This is an optimization exercise on Yosys and OpenROAD, whose aim is small area, a short achievable clock period and few clock cycles per item, not a production implementation.
Only simulation tests tie the RTL to the original design; equivalence was not proved.
Power figures rest on the tool's default switching activity, not on a simulated workload.

<file path="design/flow/design.v">
package video_pipeline_pkg;
  typedef enum logic [2:0] {
    REQ_IDLE  = 3'b001,
    REQ_READ  = 3'b010,
    REQ_STORE = 3'b100
  } req_state_e;
  typedef enum logic [1:0] {
    RESP_IDLE,
    RESP_FETCH,
    RESP_EMIT
  } resp_state_e;
  function automatic integer chunknum_bits(input integer hactive_bits, input integer chunk_bits);
    chunknum_bits = hactive_bits - chunk_bits;
  endfunction
  function automatic integer request_bits(input integer vactive_bits, input integer hactive_bits, input integer chunk_bits);
    request_bits = vactive_bits + chunknum_bits(hactive_bits, chunk_bits);
  endfunction
endpackage
module SyncFifo #(
  parameter int WIDTH     = 8,
  parameter int ADDR_BITS = 4
) (
  input  logic             clk,
  input  logic             rst,
  input  logic             wr_en_i,
  input  logic [WIDTH-1:0] wr_data_i,
  input  logic             rd_en_i,
  output logic [WIDTH-1:0] rd_data_o,
  output logic             empty_o,
  output logic             full_o
);
  logic [WIDTH-1:0]     mem_q [2**ADDR_BITS];
  logic [ADDR_BITS-1:0] wr_ptr_q, rd_ptr_q;
  logic [ADDR_BITS:0]   cnt_q;
  logic [WIDTH-1:0]     rd_data_q;
  logic                 push, pop;
  assign empty_o   = cnt_q == '0;
  assign full_o    = cnt_q[ADDR_BITS];
  assign push      = wr_en_i && !full_o;
  assign pop       = rd_en_i && !empty_o;
  assign rd_data_o = rd_data_q;
  always_ff @(posedge clk)
    if (push) mem_q[wr_ptr_q] <= wr_data_i;
  always_ff @(posedge clk)
    if (rst) begin
      wr_ptr_q  <= '0;
      rd_ptr_q  <= '0;
      cnt_q     <= '0;
      rd_data_q <= '0;
    end else begin
      if (push) wr_ptr_q <= wr_ptr_q + ADDR_BITS'(1);
      if (pop) begin
        rd_ptr_q  <= rd_ptr_q + ADDR_BITS'(1);
        rd_data_q <= mem_q[rd_ptr_q];
      end
      cnt_q <= cnt_q + (ADDR_BITS+1)'(push) - (ADDR_BITS+1)'(pop);
    end
endmodule
module video_pad_crop_filter #(
  parameter int CHUNK_BITS         = 5,
  parameter int HACTIVE_BITS       = 11,
  parameter int VACTIVE_BITS       = 11,
  parameter int BITS_PER_PIXEL     = 16,
  parameter int REQ_FIFO_ADDR_BITS = HACTIVE_BITS - CHUNK_BITS,
  parameter int PIX_FIFO_ADDR_BITS = CHUNK_BITS + 1
) (
  input  logic                                        scalerClock,
  input  logic                                        reset,
  input  logic                                        bypass,
  input  logic [VACTIVE_BITS-1:0]                     padTopRows,
  input  logic [HACTIVE_BITS-CHUNK_BITS-1:0]          padLeftChunks,
  input  logic [VACTIVE_BITS-1:0]                     sourceRows,
  input  logic [HACTIVE_BITS-CHUNK_BITS-1:0]          sourceChunks,
  input  logic [BITS_PER_PIXEL-1:0]                   padColor,
  output logic                                        downstreamRequestFifoReadEnable,
  input  logic                                        downstreamRequestFifoEmpty,
  input  logic [VACTIVE_BITS+HACTIVE_BITS-CHUNK_BITS-1:0] downstreamRequestFifoReadData,
  output logic                                        downstreamResponseFifoWriteEnable,
  input  logic                                        downstreamResponseFifoFull,
  output logic [BITS_PER_PIXEL-1:0]                   downstreamResponseFifoWriteData,
  input  logic                                        upstreamRequestFifoReadEnable,
  output logic                                        upstreamRequestFifoEmpty,
  output logic [VACTIVE_BITS+HACTIVE_BITS-CHUNK_BITS-1:0] upstreamRequestFifoReadData,
  input  logic                                        upstreamResponseFifoWriteEnable,
  output logic                                        upstreamResponseFifoFull,
  input  logic [BITS_PER_PIXEL-1:0]                   upstreamResponseFifoWriteData
);
  localparam int CNB = HACTIVE_BITS - CHUNK_BITS;
  localparam int RB  = VACTIVE_BITS + CNB;
  localparam int QA  = REQ_FIFO_ADDR_BITS;
  localparam int PA  = PIX_FIFO_ADDR_BITS;
  localparam int BPP = BITS_PER_PIXEL;
  logic                    rd_q, vld_q, st_q, busy_q, br_q, bc_q;
  logic [RB-1:0]           xl_q;
  logic [VACTIVE_BITS-1:0] in_row;
  logic [CNB-1:0]          in_chunk;
  logic [VACTIVE_BITS:0]   d_row;
  logic [CNB:0]            d_chunk;
  logic                    win, up_push, fl_push;
  logic                    up_full_q, fl_full_q;
  assign {in_row, in_chunk} = downstreamRequestFifoReadData;
  assign d_row   = {1'b0, in_row} - {1'b0, padTopRows};
  assign d_chunk = {1'b0, in_chunk} - {1'b0, padLeftChunks};
  assign win     = bypass || (!br_q && !bc_q &&
                              xl_q[RB-1:CNB] < sourceRows && xl_q[CNB-1:0] < sourceChunks);
  assign up_push = st_q && win;
  assign fl_push = st_q;
  assign downstreamRequestFifoReadEnable = rd_q;
  always_ff @(posedge scalerClock)
    if (reset) begin
      rd_q   <= 1'b0;
      vld_q  <= 1'b0;
      st_q   <= 1'b0;
      busy_q <= 1'b0;
    end else begin
      rd_q   <= !busy_q && !downstreamRequestFifoEmpty && !up_full_q && !fl_full_q;
      vld_q  <= rd_q;
      st_q   <= vld_q;
      busy_q <= busy_q ? !st_q : !downstreamRequestFifoEmpty && !up_full_q && !fl_full_q;
    end
  always_ff @(posedge scalerClock)
    if (vld_q) begin
      xl_q <= bypass ? downstreamRequestFifoReadData : {d_row[VACTIVE_BITS-1:0], d_chunk[CNB-1:0]};
      br_q <= d_row[VACTIVE_BITS];
      bc_q <= d_chunk[CNB];
    end
  logic [RB-1:0] umem [2**QA];
  logic [QA-1:0] u_wp, u_rp;
  logic [QA:0]   u_cnt, u_cnt_d;
  logic          u_pop, u_empty_q;
  logic [RB-1:0] u_rd_q;
  assign u_pop   = upstreamRequestFifoReadEnable && !u_empty_q;
  assign u_cnt_d = u_cnt + (QA+1)'(up_push) - (QA+1)'(u_pop);
  assign upstreamRequestFifoEmpty    = u_empty_q;
  assign upstreamRequestFifoReadData = u_rd_q;
  always_ff @(posedge scalerClock)
    if (up_push) umem[u_wp] <= xl_q;
  always_ff @(posedge scalerClock)
    if (u_pop) u_rd_q <= umem[u_rp];
  always_ff @(posedge scalerClock)
    if (reset) begin
      u_wp      <= '0;
      u_rp      <= '0;
      u_cnt     <= '0;
      u_empty_q <= 1'b1;
      up_full_q <= 1'b0;
    end else begin
      if (up_push) u_wp <= u_wp + QA'(1);
      if (u_pop)   u_rp <= u_rp + QA'(1);
      u_cnt     <= u_cnt_d;
      u_empty_q <= u_cnt_d == '0;
      up_full_q <= u_cnt_d[QA];
    end
  logic          fmem [2**QA];
  logic [QA-1:0] f_wp, f_rp;
  logic [QA:0]   f_cnt, f_cnt_d;
  logic          f_pop, f_empty_q;
  assign f_cnt_d = f_cnt + (QA+1)'(fl_push) - (QA+1)'(f_pop);
  always_ff @(posedge scalerClock)
    if (fl_push) fmem[f_wp] <= win;
  always_ff @(posedge scalerClock)
    if (reset) begin
      f_wp      <= '0;
      f_rp      <= '0;
      f_cnt     <= '0;
      f_empty_q <= 1'b1;
      fl_full_q <= 1'b0;
    end else begin
      if (fl_push) f_wp <= f_wp + QA'(1);
      if (f_pop)   f_rp <= f_rp + QA'(1);
      f_cnt     <= f_cnt_d;
      f_empty_q <= f_cnt_d == '0;
      fl_full_q <= f_cnt_d[QA];
    end
  logic [BPP-1:0] pmem [2**PA];
  logic [PA-1:0]  p_wp, p_rp;
  logic [PA:0]    p_cnt, p_cnt_d;
  logic           p_push, p_pop, p_empty_q, p_full_q;
  assign p_push  = upstreamResponseFifoWriteEnable && !p_full_q;
  assign p_cnt_d = p_cnt + (PA+1)'(p_push) - (PA+1)'(p_pop);
  assign upstreamResponseFifoFull = p_full_q || reset;
  always_ff @(posedge scalerClock)
    if (p_push) pmem[p_wp] <= upstreamResponseFifoWriteData;
  always_ff @(posedge scalerClock)
    if (reset) begin
      p_wp      <= '0;
      p_rp      <= '0;
      p_cnt     <= '0;
      p_empty_q <= 1'b1;
      p_full_q  <= 1'b0;
    end else begin
      if (p_push) p_wp <= p_wp + PA'(1);
      if (p_pop)  p_rp <= p_rp + PA'(1);
      p_cnt     <= p_cnt_d;
      p_empty_q <= p_cnt_d == '0;
      p_full_q  <= p_cnt_d[PA];
    end
  logic                  cur_v, cur_pad, issue, last, nxt;
  logic [CHUNK_BITS-1:0] idx;
  logic                  we_q;
  logic [BPP-1:0]        wd_q;
  assign issue = cur_v && !downstreamResponseFifoFull && (cur_pad || !p_empty_q);
  assign last  = issue && (&idx);
  assign nxt   = !cur_v || last;
  assign f_pop = nxt && !f_empty_q;
  assign p_pop = issue && !cur_pad;
  assign downstreamResponseFifoWriteEnable = we_q;
  assign downstreamResponseFifoWriteData   = wd_q;
  always_ff @(posedge scalerClock)
    if (reset) begin
      cur_v   <= 1'b0;
      cur_pad <= 1'b0;
      idx     <= '0;
      we_q    <= 1'b0;
      wd_q    <= '0;
    end else begin
      if (nxt) begin
        cur_v   <= !f_empty_q;
        cur_pad <= !fmem[f_rp];
      end
      if (issue) idx <= idx + CHUNK_BITS'(1);
      we_q <= issue;
      wd_q <= !issue ? '0 : cur_pad ? padColor : pmem[p_rp];
    end
endmodule
</file>
<file path="design/flow/run.sh">
#!/bin/bash
# synth_recipe.tcl (not shown) runs the flow's synth.tcl, then flattens the netlist and writes it again
# the make line also repeats each setting of config.mk as NAME=value (left out here)
make -C /OpenROAD-flow-scripts/flow DESIGN_CONFIG=/design/flow/config.mk WORK_HOME=/design/flow/orfs CLKGATE_MAP_FILE= SYNTH_SCRIPT=/design/flow/synth_recipe.tcl finish
</file>
<file path="design/flow/config.mk">
export PLATFORM = sky130hd
export DESIGN_NAME = video_pad_crop_filter
export DESIGN_NICKNAME = video_pad_crop_filter
export VERILOG_FILES = /design/flow/design.v
export SDC_FILE = /design/flow/constraint.sdc
export NUM_CORES = 4
export LEC_CHECK = 0
export CAP_MARGIN = 20
export CORE_MARGIN = 2
export CORE_UTILIZATION = 40
export SLEW_MARGIN = 20
</file>
<file path="design/flow/constraint.sdc">
create_clock -name core_clock -period 5.0 [get_ports {scalerClock}]
set_input_delay 1.0000 -clock core_clock [delete_from_list [all_inputs] [get_ports {scalerClock}]]
set_output_delay 1.0000 -clock core_clock [all_outputs]
set_load 0.01 [all_outputs]
</file>
==> notes.md <==
wire length per cell=27.3 um; final period utilization=0.761; Worst Skew=64.9 ps; WS Path Type=reg2reg; dpl hpwl=~120 mm; routability congestion estimate from global placement=0.795; Post-Syn Area=90,000 um2; die area=229,000 um2; min cycle time layout=approximately 3800 ps; Die Wd=478 um; Place WS=520 ps; PwrDens=roughly 400 nW/um2; post-route ant nets=0; most used cell along the critical path=ha_1; Die Ht=478 um; crit path launch type=flip-flop; slowest CP cell=fa_1; Slew @ Worst Pin=1080 ps; CP peak stage delay=between 400 and 500 ps; Netlist cell types=60; mux contribution to synthesized area=0.169; CP delay by family, top=adder cells; core area=between 200,000 and 250,000 um2; register area share after synthesis=0.760; Mapped Nets=4,330; reg2reg path depth=17; flop-to-flop setup slack=1190 ps; Setup TNS Final=0 ps; net switching power=about 9300 uW; post-synthesis compound-gate area fraction=0.0177; CTS Buf Count=231; antenna violations before repair=3; CTS root buffer=clkbuf_16; Crit path arrival time=~4600 ps; hold depth=1; Post-synth top flop=edfxtp_1; critical path fanouts, max=5; Detailed Routing Iterations Pass 1=7; # hold bufs at CTS=0; CTS resizes=0; vias in the first global route=about 43k; Post-synth ARST share=0; Routed WL=212 mm; power share of the combinational group=0.072; CTS tree=built; Final Hold Fails=0; Synth Area in Adders=0.00959; simple-gate share of the synthesized area=0.0257; cell internal pwr=32,900 uW; PnR worst setup slack=1190 ps; Post-Synth XOR/XNOR Area=0.00399; Final setup viols=0; worst path cell trace=ha_1, and3_1, ha_1, nand2b_1, o21a_1, nor2_1, ha_1, inv_1, ha_1, inv_1, fa_1, nor2b_1, o21ai_0, a21oi_1, nor4_1, a311oi_1, a41o_1; WHS Endpoint=busy_q; Reg-to-Reg End=f_empty_q; Post-synth EDFFs=2,212; peak supply drop=between 0.3 and 0.4 mV; layout cells sized above 1=0.280; clock insertion delay at the later pin of the skew report=890 ps; Synth-to-Final Area Change=15.5%; Iteration-0 DRC Markers=4,667; Mapped Avg Cell Area=21.6 um2; Layout Cell Area excl Fill=between 100,000 and 150,000 um2; placed inst area=slightly below 100,000 um2; final layout net count=roughly 4.7k; grt ovf=0; routed vias/inst=5.53; largest net degree at the start of global routing=73; clk sinks=2,312; Starting Density=0.402; Slew headroom=0.277; Lkg Pwr=0.0320 uW; RSZ-0062 raised after global routing=false; Post-CTS Setup Inserts=0; fmax=263 MHz; status=complete, no violations; Synth Instances=4,174; max-slew violation count=0; # H-tree levels=4; crit path buf inv count=2; Sw Ratio=0.220; Clock Power Share=0.416; gr usage total=0.184; Placement Rows=174; worst r2r src=idx[0]; io pins=approximately 130; Worst Hold Launch=busy_q; clk slew on worst S/H paths=60 ps; post-synthesis register bit count=2,312; first-pass GRT wire length=roughly 310 mm; # port buffers=126; DRC violations left=0; sequential share of power=0.512; routed vias=about 43k; Hold Crit Class=reg2reg; CP required=5790 ps; Critical Path End Type=flip-flop; Max-cap violations=0; Longest Clk Path Bufs=3; WHS=456 ps; Synth Warn #=1; largest family of logic cells by synthesized area=multiplexers
metal layers:
| metal | vias up | wire length [um] | global-route usage |
|---|---|---|---|
| li1 | 18100 | - | - |
| met1 | 23000 | 91200 | 0.263 |
| met2 | 1414 | 103000 | 0.294 |
| met3 | 261 | 13200 | 0.0310 |
| met4 | 0 | 4630 | 0.0455 |
| met5 | - | 0 | 0 |
worst register-to-register path: stages (launching register included):
cell and delay (ps):
dfxtp_1 380, ha_1 180, and3_1 160, ha_1 220, nand2b_1 90, o21a_1 220
nor2_1 300, ha_1 300, inv_1 60, ha_1 150, inv_1 60, fa_1 430
nor2b_1 120, o21ai_0 100, a21oi_1 270, nor4_1 90, a311oi_1 360, a41o_1 220
flip-flops by register name, indices dropped and copies added, names as in the netlist, 5 cells and up, named ones only:
register / flops
f_rp: 6
p_rp: 6
fmem: 64
umem: 1088
p_wp: 6
wd_q: 16
f_wp: 6
xl_q: 17
u_wp: 6
u_rp: 6
idx: 5
u_rd_q: 17
pmem: 1024
f_cnt: 6
p_cnt: 7
u_cnt: 6
synth_stat cells, drive strengths merged (7+ instances only):
| cell | n | area (um2) |
|---|---|---|
| dfxtp | 100 | 2000 |
| nor3 | 8 | 40.0 |
| o31ai | 8 | 60.1 |
| a21o | 12 | 90.1 |
| nor2b | 28 | 175 |
| or3 | 7 | 43.8 |
| a22oi | 56 | 420 |
| nor4 | 14 | 103 |
| nor2 | 266 | 1000 |
| a21oi | 29 | 145 |
| o21a | 11 | 82.6 |
| or2 | 7 | 43.8 |
| o22ai | 18 | 113 |
| nand3b | 9 | 67.6 |
| mux4 | 645 | 14500 |
| mux2 | 16 | 180 |
| buf | 112 | 582 |
| nand3 | 20 | 100 |
| inv | 77 | 289 |
| ha | 61 | 763 |
| o21ai | 42 | 210 |
| a221oi | 17 | 149 |
| xor2 | 27 | 236 |
| nand2 | 108 | 405 |
| xnor2 | 14 | 123 |
| edfxtp | 2212 | 66400 |
| nand4 | 11 | 68.8 |
| mux2i | 51 | 510 |
| clkbuf | 106 | 398 |
| nand2b | 11 | 68.8 |
power by group through the flow:
stage                     sequential (uW)  combinational, uW  clock, uW
after detailed placement            22000               3070          0
final                               21600               3030      17500
after floorplan                     22000               1900          0
after CTS                           21600               3080      17900
after global placement              22000               3000          0
after global routing                21600               3290      18700
worst max-delay path by stage:
stage,from,to,cells after the start
final,idx[0],f_empty_q,17
after global routing,idx[0],f_empty_q,17
after CTS,idx[0],f_empty_q,17
after detailed placement,sourceRows[1],u_empty_q,16
after global placement,sourceRows[1],u_empty_q,16
after floorplan,xl_q[7],umem[17][0],6
per-stage QoR:
step	utilization	cells	power, uW
floorplan	-	4174	23900
global placement	0.429	7313	25000
detailed placement	0.429	7313	25000
CTS	0.464	7749	42500
global route	0.464	7750	43500
finish	0.464	7752	42100
cell families after synthesis:
group / Yosys count
flops: 2312
mux: 712
simple gates: 516
buf+inv: 295
compound gates: 232
fa+ha+maj: 66
xor+xnor: 41
layout make-up:
type	count	area (um2)
inverter	77	289
tap	2992	3740
multi-input combinational	1567	20500
timing repair buffer	365	3190
sequential	2312	68500
antenna	3	7.51
clock buffer	293	6120
clock inverter	143	1700
fill	18600	120000
cells in the final DEF (no fill, tap or decap), types with 17 or more instances in the layout:
cell	instances
edfxtp_1	2212
mux4_2	645
clkbuf_16	232
buf_4	223
nor2_1	216
clkdlybuf4s50_1	109
nand2_1	108
dfxtp_1	92
inv_1	77
ha_1	61
a22oi_1	56
clkbuf_1	52
mux2i_1	51
nor2_2	50
clkinv_1	49
clkinv_2	46
o21ai_0	30
a21oi_1	29
bufinv_16	28
nor2b_1	27
xor2_1	27
nand3_1	20
o22ai_1	18
a221oi_1	17
buf_12	17
Testbench counts, summed over its fixed seeds: cycles 36,980, pixels 36,864.

==> re-timing with driven ports <==
Ports are ideal in the flow. The routed layout listed here was re-timed in OpenROAD.
Step 1, drivers: a clkbuf_16 drives scalerClock and a buf_2 each remaining input, both assumed.
Step 2 moves the port delays by t, midway between the first and last clock arrival at a register: inputs arrive t later, outputs are due t later. That takes back most of the time a late clock gives input paths.
a / b / c = ideal / step 1 / step 2; a / b = the first two.
shift t [ns]: 0.946
slack for setup (ns): 1.193 / 1.193 / 0.408
worst setup path at the end: input to register
worst register clock-pin slew, ns: 0.06 / 0.06
cell pins on the clock port's net: 1
After both steps setup and hold are still met in this run. The setup slack of this run moves by 0.000 ns with the drivers and by -0.785 ns with both steps.
